Background: an optimization exercise with open tools, aiming at small area. Do not read the settings as production practice.
Only simulation tests tie the RTL to the original design; equivalence was not proved.

<file path="flow/run.sh">
#!/bin/bash
# synth_recipe.tcl (not shown) runs the flow's synth.tcl, then flattens the netlist and writes it again
# the make line also repeats each setting of config.mk as NAME=value (left out here)
make -C /OpenROAD-flow-scripts/flow DESIGN_CONFIG=/design/flow/config.mk WORK_HOME=/design/flow/orfs CLKGATE_MAP_FILE= SYNTH_SCRIPT=/design/flow/synth_recipe.tcl finish
</file>
<file path="flow/constraint.sdc">
create_clock -name core_clock -period 10.0 [get_ports {clk_i}]
set_input_delay 2.0000 -clock core_clock [delete_from_list [all_inputs] [get_ports {clk_i}]]
set_output_delay 2.0000 -clock core_clock [all_outputs]
set_load 0.01 [all_outputs]
</file>
<file path="flow/config.mk">
export PLATFORM = sky130hd
export DESIGN_NAME = median_pressure_fan_regulator
export DESIGN_NICKNAME = median_pressure_fan_regulator
export VERILOG_FILES = /design/flow/design.v
export SDC_FILE = /design/flow/constraint.sdc
export NUM_CORES = 4
export LEC_CHECK = 0
export CAP_MARGIN = 20
export CORE_MARGIN = 2
export CORE_UTILIZATION = 40
export SLEW_MARGIN = 20
</file>
<file path="flow/design.v">
package mpfr_pkg;
  localparam int unsigned RAW_W      = 16;
  localparam int unsigned SAMPLE_W   = 9;
  localparam int unsigned FREQ_W     = 16;
  localparam int unsigned SET_W      = 8;
  localparam int unsigned THR_W      = 8;
  localparam int unsigned QC_W       = 7;
  localparam int unsigned CFG_IDX_W  = 2;
  localparam int unsigned CFG_DATA_W = 16;
  localparam int unsigned UNIT_W = 10;
  localparam int unsigned BIG_W  = 17;
  localparam int unsigned QUOT_W = 8;
  localparam int unsigned      DIV240_SHIFT = 23;
  localparam logic [RAW_W-1:0] DIV240_MUL   = 16'd34953;
  localparam int unsigned M19_W       = 12;
  localparam int unsigned DIV20_SHIFT = 16;
  localparam logic [11:0] DIV20_MUL   = 12'd3277;
  localparam int unsigned DIV100_SHIFT = 23;
  localparam logic [16:0] DIV100_MUL   = 17'd83887;
  localparam logic [FREQ_W-1:0] PCT_SCALE = 16'd100;
  typedef struct packed {
    logic [SET_W-1:0]  setpoint;
    logic [FREQ_W-1:0] max_freq;
    logic [THR_W-1:0]  threshold;
    logic [UNIT_W-1:0] unit;
    logic [BIG_W-1:0]  big;
  } reg_cfg_t;
endpackage
import mpfr_pkg::*;
module mpfr_front
#(
  parameter int unsigned SAMPLES = 10
) (
  input  logic                                 clk_i,
  input  logic                                 rst_ni,
  input  logic                                 sample_valid_i,
  output logic                                 sample_ready_o,
  input  logic signed [15:0]                   sample_raw_pressure_i,
  input  logic                                 sample_read_ok_i,
  input  logic [15:0]                          sample_drive_frequency_i,
  input  logic                                 full_i,
  output logic                                 push_o,
  output logic [SAMPLES*9+16-1:0]              job_o
);
  localparam int unsigned CNT_W = $clog2(SAMPLES);
  logic              s1_valid_q;
  logic              s1_neg_q;
  logic [QUOT_W-1:0] s1_quot_q;
  logic [FREQ_W-1:0] s1_freq_q;
  logic [SAMPLES-1:0][SAMPLE_W-1:0] store_q;
  logic [CNT_W-1:0]                 cnt_q;
  logic signed [RAW_W-1:0]          raw_val;
  logic                             raw_neg;
  logic [RAW_W-1:0]                 raw_mag;
  logic [2*RAW_W-1:0]               prod240;
  logic [QUOT_W-1:0]                quot;
  logic [M19_W-1:0]                 m19;
  logic [M19_W+12-1:0]              prod20;
  logic [SAMPLE_W-1:0]              scaled_pos;
  logic [SAMPLE_W-1:0]              scaled;
  logic                             last;
  logic                             commit;
  logic                             in_ready;
  logic [SAMPLES-1:0][SAMPLE_W-1:0] batch;
  always_comb begin
    raw_val = sample_read_ok_i ? sample_raw_pressure_i : '0;
    raw_neg = raw_val[RAW_W-1];
    raw_mag = raw_neg ? (~raw_val + 1'b1) : raw_val;
    prod240 = raw_mag * DIV240_MUL;
    quot    = prod240[DIV240_SHIFT +: QUOT_W];
  end
  always_comb begin
    m19 = {s1_quot_q, 4'b0} + {3'b0, s1_quot_q, 1'b0} + {4'b0, s1_quot_q};
    prod20 = m19 * DIV20_MUL;
    scaled_pos = {1'b0, prod20[DIV20_SHIFT +: QUOT_W]};
    scaled = s1_neg_q ? (~scaled_pos + 1'b1) : scaled_pos;
  end
  assign last     = (cnt_q == CNT_W'(SAMPLES - 1));
  assign commit   = s1_valid_q && (!last || !full_i);
  assign in_ready = !s1_valid_q || commit;
  assign sample_ready_o = in_ready;
  assign push_o   = s1_valid_q && last && !full_i;
  always_comb begin
    for (int i = 0; i < SAMPLES; i++) begin
      batch[i] = (cnt_q == CNT_W'(i)) ? scaled : store_q[i];
    end
  end
  assign job_o = {s1_freq_q, batch};
  always_ff @(posedge clk_i or negedge rst_ni) begin
    if (!rst_ni) begin
      s1_valid_q <= 1'b0;
      cnt_q      <= '0;
    end else begin
      if (in_ready) begin
        s1_valid_q <= sample_valid_i;
      end
      if (commit) begin
        cnt_q <= last ? '0 : cnt_q + 1'b1;
      end
    end
  end
  always_ff @(posedge clk_i) begin
    if (in_ready && sample_valid_i) begin
      s1_neg_q  <= raw_neg;
      s1_quot_q <= quot;
      s1_freq_q <= sample_drive_frequency_i;
    end
    if (commit) begin
      store_q[cnt_q] <= scaled;
    end
  end
endmodule
module mpfr_queue
#(
  parameter int unsigned WIDTH = 106
) (
  input  logic             clk_i,
  input  logic             rst_ni,
  input  logic             push_i,
  input  logic [WIDTH-1:0] data_i,
  output logic             full_o,
  input  logic             pop_i,
  output logic             valid_o,
  output logic [WIDTH-1:0] data_o
);
  localparam int unsigned DEPTH = 2;
  localparam int unsigned PTR_W = $clog2(DEPTH);
  localparam int unsigned CNT_W = $clog2(DEPTH + 1);
  logic [WIDTH-1:0] slot_q [DEPTH];
  logic [PTR_W-1:0] wr_ptr_q;
  logic [PTR_W-1:0] rd_ptr_q;
  logic [CNT_W-1:0] count_q;
  assign full_o  = (count_q == CNT_W'(DEPTH));
  assign valid_o = (count_q != '0);
  assign data_o  = slot_q[rd_ptr_q];
  always_ff @(posedge clk_i or negedge rst_ni) begin
    if (!rst_ni) begin
      wr_ptr_q <= '0;
      rd_ptr_q <= '0;
      count_q  <= '0;
    end else begin
      if (push_i) begin
        wr_ptr_q <= wr_ptr_q + 1'b1;
      end
      if (pop_i) begin
        rd_ptr_q <= rd_ptr_q + 1'b1;
      end
      priority if (push_i && !pop_i) begin
        count_q <= count_q + 1'b1;
      end else if (pop_i && !push_i) begin
        count_q <= count_q - 1'b1;
      end else begin
        count_q <= count_q;
      end
    end
  end
  always_ff @(posedge clk_i) begin
    if (push_i) begin
      slot_q[wr_ptr_q] <= data_i;
    end
  end
endmodule
import mpfr_pkg::*;
module mpfr_back
#(
  parameter int unsigned SAMPLES = 10
) (
  input  logic                               clk_i,
  input  logic                               rst_ni,
  input  logic                               job_valid_i,
  input  logic [SAMPLES*9+16-1:0]           job_i,
  output logic                               pop_o,
  input  mpfr_pkg::reg_cfg_t                 cfg_i,
  output logic                               result_valid_o,
  input  logic                               result_ready_i,
  output logic signed [8:0]                  result_median_pressure_o,
  output logic [15:0]                        result_new_frequency_o,
  output logic                               result_command_issued_o,
  output logic                               result_at_target_o
);
  localparam int unsigned RANK_W = $clog2(SAMPLES + 1);
  localparam int unsigned MID    = SAMPLES / 2;
  localparam int unsigned DIFF_W = 11;
  localparam int unsigned SUM_W  = 18;
  logic                       b1_valid_q;
  logic signed [SAMPLE_W-1:0] med_q;
  logic [FREQ_W-1:0]          freq_q;
  logic                       out_valid_q;
  logic signed [SAMPLE_W-1:0] out_med_q;
  logic [FREQ_W-1:0]          out_freq_q;
  logic                       out_issued_q;
  logic                       out_at_q;
  logic signed [SAMPLE_W-1:0] smp [SAMPLES];
  logic [SAMPLES-1:0]         lt_m [SAMPLES];
  logic [SAMPLES-1:0]         le_m [SAMPLES];
  logic [RANK_W-1:0]          lt_cnt [SAMPLES];
  logic [RANK_W-1:0]          le_cnt [SAMPLES];
  logic [SAMPLE_W-1:0]        med_or;
  logic out_free;
  logic b1_adv;
  logic b1_load;
  logic signed [DIFF_W-1:0] tgt_s, med_s, thr_s, err_up, err_dn;
  logic                     below, above;
  logic [SUM_W-1:0]         sum_big, sum_unit;
  logic                     freq_ge_big;
  logic [FREQ_W-1:0]        dec_big;
  logic [FREQ_W-1:0]        small_val;
  logic [FREQ_W-1:0]        cmd;
  function automatic logic [FREQ_W-1:0] clamp_max(input logic [SUM_W-1:0] v,
                                                  input logic [FREQ_W-1:0] mx);
    clamp_max = (v > SUM_W'(mx)) ? mx : v[FREQ_W-1:0];
  endfunction
  assign out_free = !out_valid_q || result_ready_i;
  assign b1_adv   = b1_valid_q && out_free;
  assign b1_load  = !b1_valid_q || b1_adv;
  assign pop_o    = job_valid_i && b1_load;
  always_comb begin
    for (int i = 0; i < SAMPLES; i++) begin
      smp[i] = $signed(job_i[i*SAMPLE_W +: SAMPLE_W]);
    end
    for (int i = 0; i < SAMPLES; i++) begin
      for (int j = 0; j < SAMPLES; j++) begin
        lt_m[i][j] = smp[j] <  smp[i];
        le_m[i][j] = smp[j] <= smp[i];
      end
    end
    med_or = '0;
    for (int i = 0; i < SAMPLES; i++) begin
      lt_cnt[i] = RANK_W'($countones(lt_m[i]));
      le_cnt[i] = RANK_W'($countones(le_m[i]));
      if (lt_cnt[i] <= RANK_W'(MID) && le_cnt[i] > RANK_W'(MID)) begin
        med_or = med_or | smp[i];
      end
    end
  end
  always_comb begin
    tgt_s  = $signed({{(DIFF_W-SET_W){1'b0}}, cfg_i.setpoint});
    thr_s  = $signed({{(DIFF_W-THR_W){1'b0}}, cfg_i.threshold});
    med_s  = DIFF_W'(med_q);
    below  = med_s < tgt_s;
    above  = med_s > tgt_s;
    err_up = tgt_s - med_s;
    err_dn = med_s - tgt_s;
    sum_big     = SUM_W'(freq_q) + SUM_W'(cfg_i.big);
    sum_unit    = SUM_W'(freq_q) + SUM_W'(cfg_i.unit);
    freq_ge_big = BIG_W'(freq_q) >= cfg_i.big;
    dec_big     = freq_q - cfg_i.big[FREQ_W-1:0];
    small_val = '0;
    if (freq_q != '0 && cfg_i.max_freq > PCT_SCALE) begin
      small_val = (freq_q >= FREQ_W'(cfg_i.unit)) ? (freq_q - FREQ_W'(cfg_i.unit)) : '0;
    end
    priority if (below) begin
      cmd = (err_up > thr_s) ? clamp_max(sum_big, cfg_i.max_freq)
                             : clamp_max(sum_unit, cfg_i.max_freq);
    end else if (above) begin
      cmd = (err_dn > thr_s && freq_ge_big) ? clamp_max(SUM_W'(dec_big), cfg_i.max_freq)
                                            : clamp_max(SUM_W'(small_val), cfg_i.max_freq);
    end else begin
      cmd = '0;
    end
  end
  always_ff @(posedge clk_i or negedge rst_ni) begin
    if (!rst_ni) begin
      b1_valid_q  <= 1'b0;
      out_valid_q <= 1'b0;
    end else begin
      if (b1_load) begin
        b1_valid_q <= job_valid_i;
      end
      if (out_free) begin
        out_valid_q <= b1_valid_q;
      end
    end
  end
  always_ff @(posedge clk_i) begin
    if (pop_o) begin
      med_q  <= med_or;
      freq_q <= job_i[SAMPLES*SAMPLE_W +: FREQ_W];
    end
    if (b1_adv) begin
      out_med_q    <= med_q;
      out_freq_q   <= cmd;
      out_issued_q <= below || above;
      out_at_q     <= !(below || above);
    end
  end
  assign result_valid_o           = out_valid_q;
  assign result_median_pressure_o = out_med_q;
  assign result_new_frequency_o   = out_freq_q;
  assign result_command_issued_o  = out_issued_q;
  assign result_at_target_o       = out_at_q;
endmodule
import mpfr_pkg::*;
module median_pressure_fan_regulator
#(
  parameter int unsigned SAMPLES = 10
) (
  input  logic                  clk_i,
  input  logic                  rst_ni,
  input  logic                  cfg_we_i,
  input  logic [1:0]            cfg_idx_i,
  input  logic [15:0]           cfg_data_i,
  input  logic                  sample_valid_i,
  output logic                  sample_ready_o,
  input  logic signed [15:0]    sample_raw_pressure_i,
  input  logic                  sample_read_ok_i,
  input  logic [15:0]           sample_drive_frequency_i,
  output logic                  result_valid_o,
  input  logic                  result_ready_i,
  output logic signed [8:0]     result_median_pressure_o,
  output logic [15:0]           result_new_frequency_o,
  output logic                  result_command_issued_o,
  output logic                  result_at_target_o
);
  localparam int unsigned JOB_W = SAMPLES * SAMPLE_W + FREQ_W;
  localparam logic [SET_W-1:0]  SETPOINT_RST  = 8'd0;
  localparam logic [FREQ_W-1:0] MAX_FREQ_RST  = 16'd20000;
  localparam logic [THR_W-1:0]  THRESHOLD_RST = 8'd10;
  localparam logic [QC_W-1:0]   QUICK_RST     = 7'd10;
  localparam logic [UNIT_W-1:0] UNIT_RST      = 10'd200;
  localparam logic [BIG_W-1:0]  BIG_RST       = 17'd2000;
  typedef enum logic [CFG_IDX_W-1:0] {
    CFG_SETPOINT  = 2'd0,
    CFG_MAX_FREQ  = 2'd1,
    CFG_THRESHOLD = 2'd2,
    CFG_QUICK     = 2'd3
  } cfg_idx_e;
  logic [SET_W-1:0]  setpoint_q;
  logic [FREQ_W-1:0] max_freq_q;
  logic [THR_W-1:0]  threshold_q;
  logic [QC_W-1:0]   quick_q;
  logic [UNIT_W-1:0] unit_q;
  logic [BIG_W-1:0]  big_q;
  logic [FREQ_W+17-1:0] prod100;
  logic                 push;
  logic                 full;
  logic                 pop;
  logic                 job_valid;
  logic [JOB_W-1:0]     job_in;
  logic [JOB_W-1:0]     job_out;
  mpfr_pkg::reg_cfg_t   cfg;
  assign prod100 = max_freq_q * DIV100_MUL;
  always_ff @(posedge clk_i or negedge rst_ni) begin
    if (!rst_ni) begin
      setpoint_q  <= SETPOINT_RST;
      max_freq_q  <= MAX_FREQ_RST;
      threshold_q <= THRESHOLD_RST;
      quick_q     <= QUICK_RST;
      unit_q      <= UNIT_RST;
      big_q       <= BIG_RST;
    end else begin
      if (cfg_we_i) begin
        unique case (cfg_idx_i)
          CFG_SETPOINT:  setpoint_q  <= cfg_data_i[SET_W-1:0];
          CFG_MAX_FREQ:  max_freq_q  <= cfg_data_i[FREQ_W-1:0];
          CFG_THRESHOLD: threshold_q <= cfg_data_i[THR_W-1:0];
          CFG_QUICK:     quick_q     <= cfg_data_i[QC_W-1:0];
          default:       ;
        endcase
      end
      unit_q <= prod100[DIV100_SHIFT +: UNIT_W];
      big_q  <= unit_q * quick_q;
    end
  end
  assign cfg = {setpoint_q, max_freq_q, threshold_q, unit_q, big_q};
  mpfr_front #(
    .SAMPLES (SAMPLES)
  ) u_front (
    .clk_i    (clk_i),
    .rst_ni   (rst_ni),
    .sample_valid_i           (sample_valid_i),
    .sample_ready_o           (sample_ready_o),
    .sample_raw_pressure_i    (sample_raw_pressure_i),
    .sample_read_ok_i         (sample_read_ok_i),
    .sample_drive_frequency_i (sample_drive_frequency_i),
    .full_i   (full),
    .push_o   (push),
    .job_o    (job_in)
  );
  mpfr_queue #(
    .WIDTH (JOB_W)
  ) u_queue (
    .clk_i   (clk_i),
    .rst_ni  (rst_ni),
    .push_i  (push),
    .data_i  (job_in),
    .full_o  (full),
    .pop_i   (pop),
    .valid_o (job_valid),
    .data_o  (job_out)
  );
  mpfr_back #(
    .SAMPLES (SAMPLES)
  ) u_back (
    .clk_i       (clk_i),
    .rst_ni      (rst_ni),
    .job_valid_i (job_valid),
    .job_i       (job_out),
    .pop_o       (pop),
    .cfg_i       (cfg),
    .result_valid_o           (result_valid_o),
    .result_ready_i           (result_ready_i),
    .result_median_pressure_o (result_median_pressure_o),
    .result_new_frequency_o   (result_new_frequency_o),
    .result_command_issued_o  (result_command_issued_o),
    .result_at_target_o       (result_at_target_o)
  );
endmodule
</file>
==> results.txt <==
[area by class of cell]
cell class | count | area (um^2) | area share [%]
Clock buffer | 61 | 1360 | 2.46
Clock inverter | 36 | 430 | 0.781
Inverter | 626 | 2350 | 4.26
Tap cell | 1650 | 2060 | 3.74
Multi-Input combinational cell | 3799 | 34400 | 62.3
Timing Repair Buffer | 133 | 1220 | 2.21
Sequential cell | 456 | 13300 | 24.2
Antenna cell | 2 | 5.00 | 0.00908
[cell usage in the layout (no fill, tap or decap), drive strengths merged, types with 46 or more instances in the layout]
master            n
ha             1036
clkbuf           61
buf              50
nand4            86
clkdlybuf4s50    83
a21o             46
nor2            242
xor2             60
o21a            142
nand3            78
fa              304
nor3             78
nor2b           142
nand2           303
mux2            125
dfrtp            59
xnor2            82
o21ai           287
and2             50
inv             631
nand2b           88
a21oi           203
edfxtp          379
[logic make-up after synthesis]
| family | Yosys count | share of synthesized area (%) |
|---|---|---|
| muxes | 149 | 3.30 |
| buffers and inverters | 721 | 5.44 |
| and+or+nand+nor | 1186 | 11.8 |
| DFF | 456 | 26.5 |
| xor gates and xnor gates | 142 | 2.51 |
| AOI/OAI and AO/OA | 982 | 12.6 |
| adders and majority gates | 1340 | 37.8 |
[Yosys cell counts (18+ instances only)]
master	number	area [um^2]
mux2i_1	24	240
edfxtp_1	379	11400
dfrtp_1	59	1480
dfstp_2	18	473
nor2b_1	142	888
nor4_1	22	138
o21ai_0	281	1410
a22o_1	35	307
and2_1	49	307
nand2_1	303	1140
a31oi_1	30	188
o22ai_1	24	150
nor3_1	78	390
a211oi_1	22	165
xor2_1	57	499
ha_1	1036	13000
a21oi_1	201	1010
fa_1	304	6090
mux2_2	122	1370
nand2b_1	88	551
nand4_1	86	538
nor2_1	241	905
o21bai_1	19	143
a21o_1	46	345
nand3_1	77	385
xnor2_1	82	718
o21a_1	142	1070
clkbuf_1	62	233
or2_2	34	213
inv_1	625	2350
o31ai_1	26	195
[registers in the layout (all words and copies together) (netlist names), 9 cells and up]
register,count
big_q,17
max_freq_q,16
u_back.freq_q,16
u_back.med_q,9
u_back.out_freq_q,16
u_back.out_med_q,9
u_front.s1_freq_q,16
u_front.store_q,90
u_queue.slot_q,212
unit_q,10
[worst reg2reg max path: stages, from the launching register on]
cell	delay [ps]
dfrtp_4	880
buf_4	440
mux2i_1	880
buf_4	350
ha_1	170
a21oi_1	60
o21ai_0	180
a21o_1	140
nand2_1	50
a31oi_1	770
nand2b_1	360
fa_1	750
inv_1	80
ha_1	320
fa_1	470
inv_1	90
fa_1	190
inv_1	60
fa_1	500
inv_1	40
a221oi_1	250
o21ai_0	140
nand2_1	200
inv_1	210
a222oi_1	470
nand4_1	410
[metal layers]
layer  track usage [%]  share of wire (%)
met3              3.43                6.9
met4              9.07                4.3
met2              39.5                 46
met5                 0                  0
met1              31.6                 43
[path summary, 6_finish.rpt]
path | startpoint | cells past startpoint | slack (ps) | end
max in group asynchronous | rst_ni | 2 | 7580 | u_queue.rd_ptr_q$_DFFE_PN0P_
max | u_queue.rd_ptr_q$_DFFE_PN0P_ | 25 | 1140 | u_back.med_q[4]$_DFFE_PP_
min | u_front.s1_freq_q[15]$_DFFE_PP_ | 0 | 440 | u_queue.slot_q[0][105]$_DFFE_PP_
min in group asynchronous | rst_ni | 1 | 1370 | max_freq_q[13]$_DFFE_PN0P_
min reg2reg | u_front.s1_freq_q[15]$_DFFE_PP_ | 0 | 440 | u_queue.slot_q[0][105]$_DFFE_PP_
max reg2reg | u_queue.rd_ptr_q$_DFFE_PN0P_ | 25 | 1140 | u_back.med_q[4]$_DFFE_PP_
[metrics by stage]
step                worst slack (ps)  cell area [um^2]
detailed placement              1230             53300
finish                          1140             55100
CTS                             1170             55100
global route                     577             55100
global placement                1380             53300
floorplan                       2200             50300
==> summary.txt <==
Outcome: no timing/DRC/antenna violations
Max-Cap Viols: 0
Vias post-DR: 38200
Core box area: 125000 um^2
Die span in y: 359 um
CP Buf/Inv Count: 7
Sequential area share after synthesis: 26.5%
Drt first pass iters: 8
Non-filler cells, final: 6763
Number of fill cells: 11900
Unrepaired setup endpoints after global routing: false
Final Wtd Congestion: 0.979
Required @ worst endpoint: 10240 ps
Seq cells post-synth: 456
Worst slew margin: 21.0%
Post-layout min period: 8860 ps
Final setup viols: 0
Clk sink count: 456
Mean area per synthesized cell: 10.1 um^2
DR iter-0 viols: 3287
Setup bufs post-CTS: 0
Crit path top cell by count: inv_1
H-Tree Depth: 2
Cell variety after synth: 88
CP peak stage delay: 880 ps
Overall routing resource usage: 23.9%
Via density: 5.66
Slew @ Worst Pin: 1150 ps
Wirelength, routed: 154000 um
CP max FO: 44
DIE AREA: 129000 um^2
Crit. End Element: flop
Starting Density: 40.2%
WP data arrival: 9100 ps
First-pass GRT wire length: 232000 um
Slew Viols, Final: 0
Drt drc: 0
Total grt overflow: 0
Mapped cell area: 50300 um^2
Final Cycle Share: 88.6%
Initial antenna violation count: 2
Async S/R FF share, synth: 16.9%
Max frequency: 113 MHz
Kind of critical path: reg -> reg
Largest delay contributor family on the critical path: adder cells
CTS tree: yes
Top FF cell, synth: edfxtp_1
Max clock buf depth: 3
Placed Cells: 6664
Share of cells above drive strength 1: 6.73%
Die width: 359 um
Top Ports: 85
Setup crit start kind: flop
P&R area growth vs syn: 9.50%
Skew-Pair Late Insertion Delay: 650 ps
Post-DR wirelength/cell: 22.8 um
CP max stage cell: dfrtp_4
Setup TNS: 0 ps
Nets: 6464
Root Buffer: clkbuf_16
Routed Antenna Nets: 0
Clk_skew: 49.2 ps
Largest net degree at the start of global routing: 67
Row count: 130
Post-CTS resize count: 0
CTS buffer count: 52
Port bufs: 84
Post-synth EDFFs: 379
Clock slew at reported path FFs: 60 ps
Final hold vios: 0
Hold Slack: 441 ps
Worst Hold Class: reg -> reg
Utilization after layout: 44.0%
Net count after synthesis: 6372
Mapped Cells: 4976
Number of global-route vias before repair: 38300
HPWL Detailed: 119000 um
Cts hold-fix bufs: 0
Synth warnings: 9

-- static timing again, ports no longer ideal --
How much do the figures lean on ideal ports? The routed layout below was timed once more, with nothing changed but the port constraints. Step 1 assumes that a clkbuf_16 drives the clock port and a buf_2 every other input. Step 2 also shifts input and output timing later by t, the mid clock arrival at the registers, as if the neighbouring blocks saw the same clock. Three values: no drivers, after step 1, after step 2; two values: the first two.
shift t [ns]: 0.700
slack for setup (ns): 1.138 / 1.138 / 1.138
worst setup path after step 2: register to register
worst data-port slew with drivers (ns): 0.07
After both steps setup and hold are still met in this run. The setup slack of this run moves by 0.000 ns with the drivers and by 0.000 ns with both steps.
